What follows belongs to an exercise in optimizing a design on an open flow for small area, a short achievable clock period and few clock cycles per item; a production flow would make more cautious choices. Function was checked by simulation only, so behaviour that the tests miss may differ from the original. Power figures rest on the tool's default switching activity, not on a simulated workload.

==> run a: inputs <==
==> flow/design.v <==
module constrained_multi_queue_dispatcher_top (
   input  logic        clock,
   input  logic        reset,
   input  logic        req_tvalid,
   output logic        req_tready,
   input  logic [23:0] req_tdata,   
   input  logic [2:0]  req_tuser,   
   output logic        rsp_tvalid,
   input  logic        rsp_tready,
   output logic [23:0] rsp_tdata,   
   output logic [2:0]  rsp_tuser,   
   input  logic        csr_valid,
   output logic        csr_ready,
   input  logic [2:0]  csr_index,
   input  logic [19:0] csr_data
);
   localparam logic [2:0] ST_ADDED      = 3'd0;
   localparam logic [2:0] ST_DROPPED    = 3'd1;
   localparam logic [2:0] ST_DISPATCHED = 3'd2;
   localparam logic [2:0] ST_NOTHING    = 3'd3;
   localparam logic [2:0] ST_COMPLETED  = 3'd4;
   localparam logic [2:0] ST_CERROR     = 3'd5;
   localparam logic [5:0] RP_EMPTY = 6'h3e;   
   localparam logic [5:0] RP_FULL  = 6'h1e;   
   logic [3:0]  en_ff;           
   logic [19:0] set_ff [4];
   logic [5:0]  rp_ff  [4];      
   logic [3:0]  empty_ff;        
   logic [3:0]  full_ff;         
   logic [15:0] top_ff [4];      
   logic [7:0]  act_ff [4];
   logic [3:0]  lt_ff;           
   logic [3:0]  nz_ff;           
   logic        wb_we_ff;        
   logic [15:0] wb_tag_ff;
   logic [1:0]  wb_q_ff;
   logic [4:0]  wb_idx_ff;
   logic        out_v_ff, skid_v_ff;
   logic [20:0] out_ff, skid_ff;  
   logic [1:0]  mode;
   logic        dirty;
   logic [15:0] rtag;
   logic [4:0]  zoom;
   logic [1:0]  qidx;
   assign rtag  = req_tdata[15:0];
   assign zoom  = req_tdata[20:16];
   assign qidx  = req_tdata[22:21];
   assign mode  = req_tuser[1:0];
   assign dirty = req_tuser[2];
   logic accept, out_free;
   assign req_tready = !skid_v_ff;
   assign accept     = req_tvalid && !skid_v_ff;
   assign out_free   = !out_v_ff || rsp_tready;
   assign csr_ready  = 1'b1;
   assign rsp_tvalid = out_v_ff;
   assign rsp_tuser  = out_ff[20:18];
   assign rsp_tdata  = {6'd0, out_ff[15:0], out_ff[17:16]};
   logic [15:0] refill [4];      
   genvar gq;
   generate
      for (gq = 0; gq < 4; gq++) begin : g_stk
         logic [15:0] stk [31];
         always_ff @(posedge clock) begin
            if (wb_we_ff && wb_q_ff == 2'(gq)) begin
               stk[wb_idx_ff] <= wb_tag_ff;
            end
         end
         logic [3:0]  lo;
         logic [7:0]  hi;
         logic [30:0] rsel;
         logic [15:0] rd;
         always_comb begin
            for (int i = 0; i < 4; i++) lo[i] = (rp_ff[gq][1:0] == 2'(i));
            for (int i = 0; i < 8; i++) hi[i] = (rp_ff[gq][4:2] == 3'(i));
            for (int i = 0; i < 31; i++) rsel[i] = lo[i % 4] && hi[i / 4];
            rd = 16'd0;
            for (int i = 0; i < 31; i++) begin
               rd = rd | (stk[i] & {16{rsel[i]}});
            end
         end
         assign refill[gq] = (wb_we_ff && wb_q_ff == 2'(gq)) ? wb_tag_ff : rd;
      end
   endgenerate
   logic [3:0] take, serve, sub_sel, fet_sel;
   logic [3:0] lt_inc, lt_dec, is1;
   logic [7:0] act_p1 [4];
   logic [5:0] rp_p1  [4];
   logic       sub_hit, fet_hit, cpl_ok;
   logic [1:0] sub_q, fet_q;
   always_comb begin
      for (int q = 0; q < 4; q++) begin
         logic [4:0] minz, maxz;
         logic [1:0] dm;
         logic       zok, dok;
         minz = set_ff[q][4:0];
         maxz = set_ff[q][9:5];
         dm   = set_ff[q][11:10];
         zok = (zoom >= minz) && (zoom <= maxz);
         case (dm)
            2'd0:    dok = !dirty;
            2'd1:    dok = dirty;
            default: dok = 1'b1;
         endcase
         take[q]  = en_ff[q] && !full_ff[q] && ((dm == 2'd3) || (zok && dok));
         serve[q] = en_ff[q] && !empty_ff[q] && lt_ff[q];
         act_p1[q] = act_ff[q] + 8'd1;
         rp_p1[q]  = rp_ff[q] + 6'd1;
         lt_inc[q] = (act_p1[q] != set_ff[q][19:12]);
         lt_dec[q] = lt_ff[q] || (act_ff[q] == set_ff[q][19:12]);
         is1[q]    = (act_ff[q] == 8'd1);
      end
      sub_sel[0] = take[0];
      sub_sel[1] = take[1] && !take[0];
      sub_sel[2] = take[2] && !take[1] && !take[0];
      sub_sel[3] = take[3] && !take[2] && !take[1] && !take[0];
      fet_sel[0] = serve[0];
      fet_sel[1] = serve[1] && !serve[0];
      fet_sel[2] = serve[2] && !serve[1] && !serve[0];
      fet_sel[3] = serve[3] && !serve[2] && !serve[1] && !serve[0];
      sub_hit = |take;
      fet_hit = |serve;
      sub_q   = {sub_sel[3] | sub_sel[2], sub_sel[3] | sub_sel[1]};
      fet_q   = {fet_sel[3] | fet_sel[2], fet_sel[3] | fet_sel[1]};
      cpl_ok  = nz_ff[qidx];
   end
   logic [15:0] fet_tag;
   assign fet_tag = top_ff[fet_q];
   logic        do_sub, do_fet, do_cpl;
   logic [20:0] res;
   always_comb begin
      do_sub = 1'b0;
      do_fet = 1'b0;
      do_cpl = 1'b0;
      res    = {ST_NOTHING, 2'd0, 16'd0};
      case (mode)
         2'd0: begin
            do_sub = sub_hit;
            res    = sub_hit ? {ST_ADDED, sub_q, 16'd0} : {ST_DROPPED, 2'd0, 16'd0};
         end
         2'd1: begin
            do_fet = fet_hit;
            res    = fet_hit ? {ST_DISPATCHED, fet_q, fet_tag} : {ST_NOTHING, 2'd0, 16'd0};
         end
         2'd2: begin
            do_cpl = cpl_ok;
            res    = {cpl_ok ? ST_COMPLETED : ST_CERROR, qidx, 16'd0};
         end
         default: res = {ST_NOTHING, 2'd0, 16'd0};
      endcase
   end
   always_ff @(posedge clock) begin
      if (reset) begin
         en_ff <= 4'b0001;
         for (int q = 0; q < 4; q++) begin
            set_ff[q] <= 20'd19424;
            rp_ff[q]  <= RP_EMPTY;
            empty_ff[q] <= 1'b1;
            full_ff[q]  <= 1'b0;
            act_ff[q] <= 8'd0;
         end
         lt_ff     <= 4'b1111;
         nz_ff     <= 4'b0000;
         wb_we_ff  <= 1'b0;
         out_v_ff  <= 1'b0;
         skid_v_ff <= 1'b0;
      end else begin
         if (csr_valid && csr_index == 3'd0) begin
            for (int q = 0; q < 4; q++) en_ff[q] <= (csr_data[2:0] > 3'(q));
         end
         for (int q = 0; q < 4; q++) begin
            if (csr_valid && csr_index == 3'(q + 1)) begin
               set_ff[q] <= csr_data;
               lt_ff[q]  <= (act_ff[q] < csr_data[19:12]);
            end
         end
         if (accept) begin
            for (int q = 0; q < 4; q++) begin
               if (do_sub && sub_sel[q]) begin
                  rp_ff[q]    <= rp_p1[q];
                  empty_ff[q] <= 1'b0;
                  full_ff[q]  <= (rp_p1[q] == RP_FULL);
               end
               if (do_fet && fet_sel[q]) begin
                  rp_ff[q]    <= rp_ff[q] - 6'd1;
                  empty_ff[q] <= (rp_ff[q] == 6'h3f);
                  full_ff[q]  <= 1'b0;
                  act_ff[q] <= act_p1[q];
                  lt_ff[q]  <= lt_inc[q];
                  nz_ff[q]  <= 1'b1;
               end
               if (do_cpl && qidx == 2'(q)) begin
                  act_ff[q] <= act_ff[q] - 8'd1;
                  lt_ff[q]  <= lt_dec[q];
                  nz_ff[q]  <= !is1[q];
               end
            end
         end
         wb_we_ff <= accept && do_sub && !empty_ff[sub_q];
         if (out_free) begin
            out_v_ff  <= skid_v_ff || accept;
            skid_v_ff <= 1'b0;
         end else if (accept) begin
            skid_v_ff <= 1'b1;
         end
      end
   end
   always_ff @(posedge clock) begin
      for (int q = 0; q < 4; q++) begin
         if (accept && do_sub && sub_sel[q]) top_ff[q] <= rtag;
         else if (accept && do_fet && fet_sel[q]) top_ff[q] <= refill[q];
      end
   end
   always_ff @(posedge clock) begin
      wb_tag_ff <= top_ff[sub_q];
      wb_q_ff   <= sub_q;
      wb_idx_ff <= rp_p1[sub_q][4:0];
      if (out_free) begin
         out_ff <= skid_v_ff ? skid_ff : res;
      end
      if (!skid_v_ff) begin
         skid_ff <= res;
      end
   end
endmodule
==> flow/run.sh <==
#!/bin/bash
# synth_recipe.tcl (not shown) runs the flow's synth.tcl, then flattens the netlist and writes it again
# the make line also repeats each setting of config.mk as NAME=value (left out here)
make -C /OpenROAD-flow-scripts/flow DESIGN_CONFIG=/design/flow/config.mk WORK_HOME=/design/flow/orfs CLKGATE_MAP_FILE= SYNTH_SCRIPT=/design/flow/synth_recipe.tcl finish
==> flow/config.mk <==
export PLATFORM = sky130hd
export DESIGN_NAME = constrained_multi_queue_dispatcher_top
export DESIGN_NICKNAME = constrained_multi_queue_dispatcher_top
export VERILOG_FILES = /design/flow/design.v
export SDC_FILE = /design/flow/constraint.sdc
export NUM_CORES = 4
export LEC_CHECK = 0
export CAP_MARGIN = 20
export CORE_MARGIN = 2
export CORE_UTILIZATION = 40
export SETUP_SLACK_MARGIN = 3.0
export SLEW_MARGIN = 20
==> flow/constraint.sdc <==
create_clock -name core_clock -period 6.0 [get_ports {clock}]
set_input_delay 1.2000 -clock core_clock [delete_from_list [all_inputs] [get_ports {clock}]]
set_output_delay 1.2000 -clock core_clock [all_outputs]
set_load 0.01 [all_outputs]
==> run b (differences from run a) <==
==> flow/design.v, changed modules only <==
module constrained_multi_queue_dispatcher_top (
   input  logic        clock,
   input  logic        reset,
   input  logic        req_tvalid,
   output logic        req_tready,
   input  logic [23:0] req_tdata,   
   input  logic [2:0]  req_tuser,   
   output logic        rsp_tvalid,
   input  logic        rsp_tready,
   output logic [23:0] rsp_tdata,   
   output logic [2:0]  rsp_tuser,   
   input  logic        csr_valid,
   output logic        csr_ready,
   input  logic [2:0]  csr_index,
   input  logic [19:0] csr_data
);
   localparam logic [2:0] ST_ADDED      = 3'd0;
   localparam logic [2:0] ST_DROPPED    = 3'd1;
   localparam logic [2:0] ST_DISPATCHED = 3'd2;
   localparam logic [2:0] ST_NOTHING    = 3'd3;
   localparam logic [2:0] ST_COMPLETED  = 3'd4;
   localparam logic [2:0] ST_CERROR     = 3'd5;
   logic [3:0]  en_ff;           
   logic [19:0] set_ff [4];
   logic [3:0]  lo_ff  [4];      
   logic [7:0]  hi_ff  [4];      
   logic [3:0]  empty_ff;        
   logic [3:0]  full_ff;         
   logic [15:0] top_ff [4];      
   logic [7:0]  act_ff [4];
   logic [3:0]  lt_ff;           
   logic [3:0]  nz_ff;           
   logic [3:0]  wb_we_ff;        
   logic [15:0] wb_tag_ff [4];   
   logic        out_v_ff;         
   logic        busy_ff;          
   logic [20:0] out_ff;           
   logic [20:0] hold_ff;          
   logic [1:0]  mode;
   logic        dirty;
   logic [15:0] rtag;
   logic [4:0]  zoom;
   logic [1:0]  qidx;
   assign rtag  = req_tdata[15:0];
   assign zoom  = req_tdata[20:16];
   assign qidx  = req_tdata[22:21];
   assign mode  = req_tuser[1:0];
   assign dirty = req_tuser[2];
   logic accept, out_free;
   assign out_free   = !busy_ff || rsp_tready;
   assign req_tready = out_free;
   assign accept     = req_tvalid && out_free;
   assign csr_ready  = 1'b1;
   assign rsp_tvalid = out_v_ff;
   assign rsp_tuser  = out_ff[20:18];
   assign rsp_tdata  = {6'd0, out_ff[15:0], out_ff[17:16]};
   logic [15:0] refill [4];      
   logic [3:0]  push, pop, cpl;   
   genvar gq;
   generate
      for (gq = 0; gq < 4; gq++) begin : g_stk
         logic [15:0] stk [31];
         logic [30:0] rsel;
         logic [15:0] rd;
         always_comb begin
            for (int i = 0; i < 31; i++) rsel[i] = lo_ff[gq][i % 4] && hi_ff[gq][i / 4];
            rd = 16'd0;
            for (int i = 0; i < 31; i++) begin
               rd = rd | (stk[i] & {16{rsel[i]}});
            end
         end
         always_ff @(posedge clock) begin
            for (int i = 0; i < 31; i++) begin
               if (wb_we_ff[gq] && rsel[i]) stk[i] <= wb_tag_ff[gq];
            end
         end
         assign refill[gq] = wb_we_ff[gq] ? wb_tag_ff[gq] : rd;
      end
   endgenerate
   logic [3:0] take, serve, sub_sel, fet_sel;
   logic [3:0] lt_inc, lt_dec, is1;
   logic [7:0] act_p1 [4];
   logic [7:0] act_m1 [4];
   logic [3:0] lo_up [4], lo_dn [4];
   logic [7:0] hi_up [4], hi_dn [4];
   logic       sub_hit, fet_hit, cpl_ok;
   logic [1:0] sub_q, fet_q;
   always_comb begin
      for (int q = 0; q < 4; q++) begin
         logic [4:0] minz, maxz;
         logic [1:0] dm;
         logic       zok, dok;
         minz = set_ff[q][4:0];
         maxz = set_ff[q][9:5];
         dm   = set_ff[q][11:10];
         zok = (zoom >= minz) && (zoom <= maxz);
         case (dm)
            2'd0:    dok = !dirty;
            2'd1:    dok = dirty;
            default: dok = 1'b1;
         endcase
         take[q]  = en_ff[q] && !full_ff[q] && ((dm == 2'd3) || (zok && dok));
         serve[q] = en_ff[q] && !empty_ff[q] && lt_ff[q];
         act_p1[q] = act_ff[q] + 8'd1;
         act_m1[q] = act_ff[q] - 8'd1;
         lo_up[q] = {lo_ff[q][2:0], lo_ff[q][3]};
         lo_dn[q] = {lo_ff[q][0], lo_ff[q][3:1]};
         hi_up[q] = lo_ff[q][3] ? {hi_ff[q][6:0], hi_ff[q][7]} : hi_ff[q];
         hi_dn[q] = lo_ff[q][0] ? {hi_ff[q][0], hi_ff[q][7:1]} : hi_ff[q];
         lt_inc[q] = (act_p1[q] != set_ff[q][19:12]);
         lt_dec[q] = lt_ff[q] || (act_ff[q] == set_ff[q][19:12]);
         is1[q]    = (act_ff[q] == 8'd1);
      end
      sub_sel[0] = take[0];
      sub_sel[1] = take[1] && !take[0];
      sub_sel[2] = take[2] && !take[1] && !take[0];
      sub_sel[3] = take[3] && !take[2] && !take[1] && !take[0];
      fet_sel[0] = serve[0];
      fet_sel[1] = serve[1] && !serve[0];
      fet_sel[2] = serve[2] && !serve[1] && !serve[0];
      fet_sel[3] = serve[3] && !serve[2] && !serve[1] && !serve[0];
      sub_hit = |take;
      fet_hit = |serve;
      sub_q   = {sub_sel[3] | sub_sel[2], sub_sel[3] | sub_sel[1]};
      fet_q   = {fet_sel[3] | fet_sel[2], fet_sel[3] | fet_sel[1]};
      cpl_ok  = nz_ff[qidx];
   end
   always_comb begin
      for (int q = 0; q < 4; q++) begin
         push[q] = accept && do_sub && sub_sel[q];
         pop[q]  = accept && do_fet && fet_sel[q];
         cpl[q]  = accept && do_cpl && (qidx == 2'(q));
      end
   end
   logic [15:0] fet_tag;
   assign fet_tag = top_ff[fet_q];
   logic        do_sub, do_fet, do_cpl;
   logic [20:0] res;
   always_comb begin
      do_sub = 1'b0;
      do_fet = 1'b0;
      do_cpl = 1'b0;
      res    = {ST_NOTHING, 2'd0, 16'd0};
      case (mode)
         2'd0: begin
            do_sub = sub_hit;
            res    = sub_hit ? {ST_ADDED, sub_q, 16'd0} : {ST_DROPPED, 2'd0, 16'd0};
         end
         2'd1: begin
            do_fet = fet_hit;
            res    = fet_hit ? {ST_DISPATCHED, fet_q, fet_tag} : {ST_NOTHING, 2'd0, 16'd0};
         end
         2'd2: begin
            do_cpl = cpl_ok;
            res    = {cpl_ok ? ST_COMPLETED : ST_CERROR, qidx, 16'd0};
         end
         default: res = {ST_NOTHING, 2'd0, 16'd0};
      endcase
   end
   always_ff @(posedge clock) begin
      if (reset) begin
         en_ff <= 4'b0001;
         for (int q = 0; q < 4; q++) begin
            set_ff[q] <= 20'd19424;
            lo_ff[q]  <= 4'b0100;        
            hi_ff[q]  <= 8'b1000_0000;
            empty_ff[q] <= 1'b1;
            full_ff[q]  <= 1'b0;
            act_ff[q] <= 8'd0;
         end
         lt_ff     <= 4'b1111;
         nz_ff     <= 4'b0000;
         wb_we_ff  <= 4'd0;
         out_v_ff  <= 1'b0;
         busy_ff   <= 1'b0;
      end else begin
         if (csr_valid && csr_index == 3'd0) begin
            for (int q = 0; q < 4; q++) en_ff[q] <= (csr_data[2:0] > 3'(q));
         end
         for (int q = 0; q < 4; q++) begin
            if (csr_valid && csr_index == 3'(q + 1)) begin
               set_ff[q] <= csr_data;
               lt_ff[q]  <= (act_ff[q] < csr_data[19:12]);
            end
         end
         for (int q = 0; q < 4; q++) begin
            if (push[q] || pop[q]) begin
               lo_ff[q]    <= mode[0] ? lo_dn[q] : lo_up[q];
               hi_ff[q]    <= mode[0] ? hi_dn[q] : hi_up[q];
               empty_ff[q] <= mode[0] && lo_ff[q][3] && hi_ff[q][7];
               full_ff[q]  <= !mode[0] && lo_ff[q][1] && hi_ff[q][7];
            end
            if (pop[q] || cpl[q]) begin
               act_ff[q] <= mode[0] ? act_p1[q] : act_m1[q];
               lt_ff[q]  <= mode[0] ? lt_inc[q] : lt_dec[q];
               nz_ff[q]  <= mode[0] || !is1[q];
            end
         end
         for (int q = 0; q < 4; q++) begin
            wb_we_ff[q] <= push[q] && !empty_ff[q];
         end
         if (out_free) out_v_ff <= accept;
         busy_ff <= accept || (busy_ff && !rsp_tready);
      end
   end
   always_ff @(posedge clock) begin
      for (int q = 0; q < 4; q++) begin
         if (push[q] || pop[q]) top_ff[q] <= mode[0] ? refill[q] : rtag;
      end
   end
   always_ff @(posedge clock) begin
      for (int q = 0; q < 4; q++) wb_tag_ff[q] <= top_ff[q];
      out_ff  <= out_free ? res : hold_ff;
      hold_ff <= out_free ? res : out_ff;
   end
endmodule
CTS_CLUSTER_DIAMETER = 90   (was default)
CTS_CLUSTER_SIZE = 25   (was default)
SETUP_SLACK_MARGIN = 3.3   (was 3.0)
==> run c (differences from run a) <==
--- a/flow/design.v
+++ b/flow/design.v
@@ -35,8 +35,10 @@
    logic [15:0] wb_tag_ff;
    logic [1:0]  wb_q_ff;
    logic [4:0]  wb_idx_ff;
-   logic        out_v_ff, skid_v_ff;
-   logic [20:0] out_ff, skid_ff;  
+   logic        out_v_ff;         
+   logic        busy_ff;          
+   logic [20:0] out_ff;           
+   logic [20:0] hold_ff;          
    logic [1:0]  mode;
    logic        dirty;
    logic [15:0] rtag;
@@ -48,9 +50,9 @@
    assign mode  = req_tuser[1:0];
    assign dirty = req_tuser[2];
    logic accept, out_free;
-   assign req_tready = !skid_v_ff;
-   assign accept     = req_tvalid && !skid_v_ff;
-   assign out_free   = !out_v_ff || rsp_tready;
+   assign out_free   = !busy_ff || rsp_tready;
+   assign req_tready = out_free;
+   assign accept     = req_tvalid && out_free;
    assign csr_ready  = 1'b1;
    assign rsp_tvalid = out_v_ff;
    assign rsp_tuser  = out_ff[20:18];
@@ -162,7 +164,7 @@
          nz_ff     <= 4'b0000;
          wb_we_ff  <= 1'b0;
          out_v_ff  <= 1'b0;
-         skid_v_ff <= 1'b0;
+         busy_ff   <= 1'b0;
       end else begin
          if (csr_valid && csr_index == 3'd0) begin
             for (int q = 0; q < 4; q++) en_ff[q] <= (csr_data[2:0] > 3'(q));
@@ -196,12 +198,8 @@
             end
          end
          wb_we_ff <= accept && do_sub && !empty_ff[sub_q];
-         if (out_free) begin
-            out_v_ff  <= skid_v_ff || accept;
-            skid_v_ff <= 1'b0;
-         end else if (accept) begin
-            skid_v_ff <= 1'b1;
-         end
+         if (out_free) out_v_ff <= accept;
+         busy_ff <= accept || (busy_ff && !rsp_tready);
       end
    end
    always_ff @(posedge clock) begin
@@ -214,11 +212,7 @@
       wb_tag_ff <= top_ff[sub_q];
       wb_q_ff   <= sub_q;
       wb_idx_ff <= rp_p1[sub_q][4:0];
-      if (out_free) begin
-         out_ff <= skid_v_ff ? skid_ff : res;
-      end
-      if (!skid_v_ff) begin
-         skid_ff <= res;
-      end
+      out_ff  <= out_free ? res : hold_ff;
+      hold_ff <= out_free ? res : out_ff;
    end
 endmodule
CTS_CLUSTER_DIAMETER = 90   (was default)
CTS_CLUSTER_SIZE = 25   (was default)
SETUP_SLACK_MARGIN = 3.1   (was 3.0)
==> notes <==
Run b produced a clean layout. Run c finished with timing, DRC and antenna clean. Run a produced a clean layout.
In sequential power, run c and run a hardly differ.
Against run a, the routed wire length of run c is higher by about 1.5%.
Between run a and run c, the lower hold slack is in run c (gap 0.021 ns).
Combinational power: run a is larger than run b (49%).
Final cell count, highest first: run a, run c, run b.
Sequential share of layout area: run b > run c > run a.
First-iteration DRC count, lowest first: run b, run a, run c.
Against run b, the flip-flop and latch count of run a is lower by 68.
Testbench counts of run a, summed over its fixed seeds: cycles 12,008, items 12,000.
Testbench counts of run b, summed over its fixed seeds: cycles 12,008, items 12,000.
Testbench counts of run c, summed over its fixed seeds: cycles 12,008, items 12,000.

separate check: timing with driven ports:
The flow's constraints put no driver on any port. The routed layouts listed below were extracted and timed again, unchanged, in two steps.
Step 1: set_driving_cell puts a clkbuf_16 on clock and a buf_2 on each other input, an assumption about the parent block.
Step 2, shift: input delay + t, output delay - t, t = (earliest + latest rising clock arrival at the registers) / 2. This alone moves slack from input paths to output paths.
Slacks: ideal ports / drivers / drivers and shift; pairs: ideal ports / drivers.
run | t (ns) | slack for setup (ns) | worst hold slack (ns) | clock arrival spread, ns
run a | 0.962 | 2.987 / 2.936 / 2.086 | 0.452 / 0.452 / 0.452 | 0.043 / 0.043
run b | 0.891 | 2.878 / 2.938 / 2.046 | 0.381 / 0.381 / 0.381 | 0.049 / 0.049
run c | 0.907 | 2.952 / 3.009 / 2.103 | 0.431 / 0.431 / 0.431 | 0.048 / 0.049
After both steps every run listed still meets setup and hold. The setup slack of run a, which loses most, moves by -0.051 ns with the drivers and by -0.901 ns with both steps.
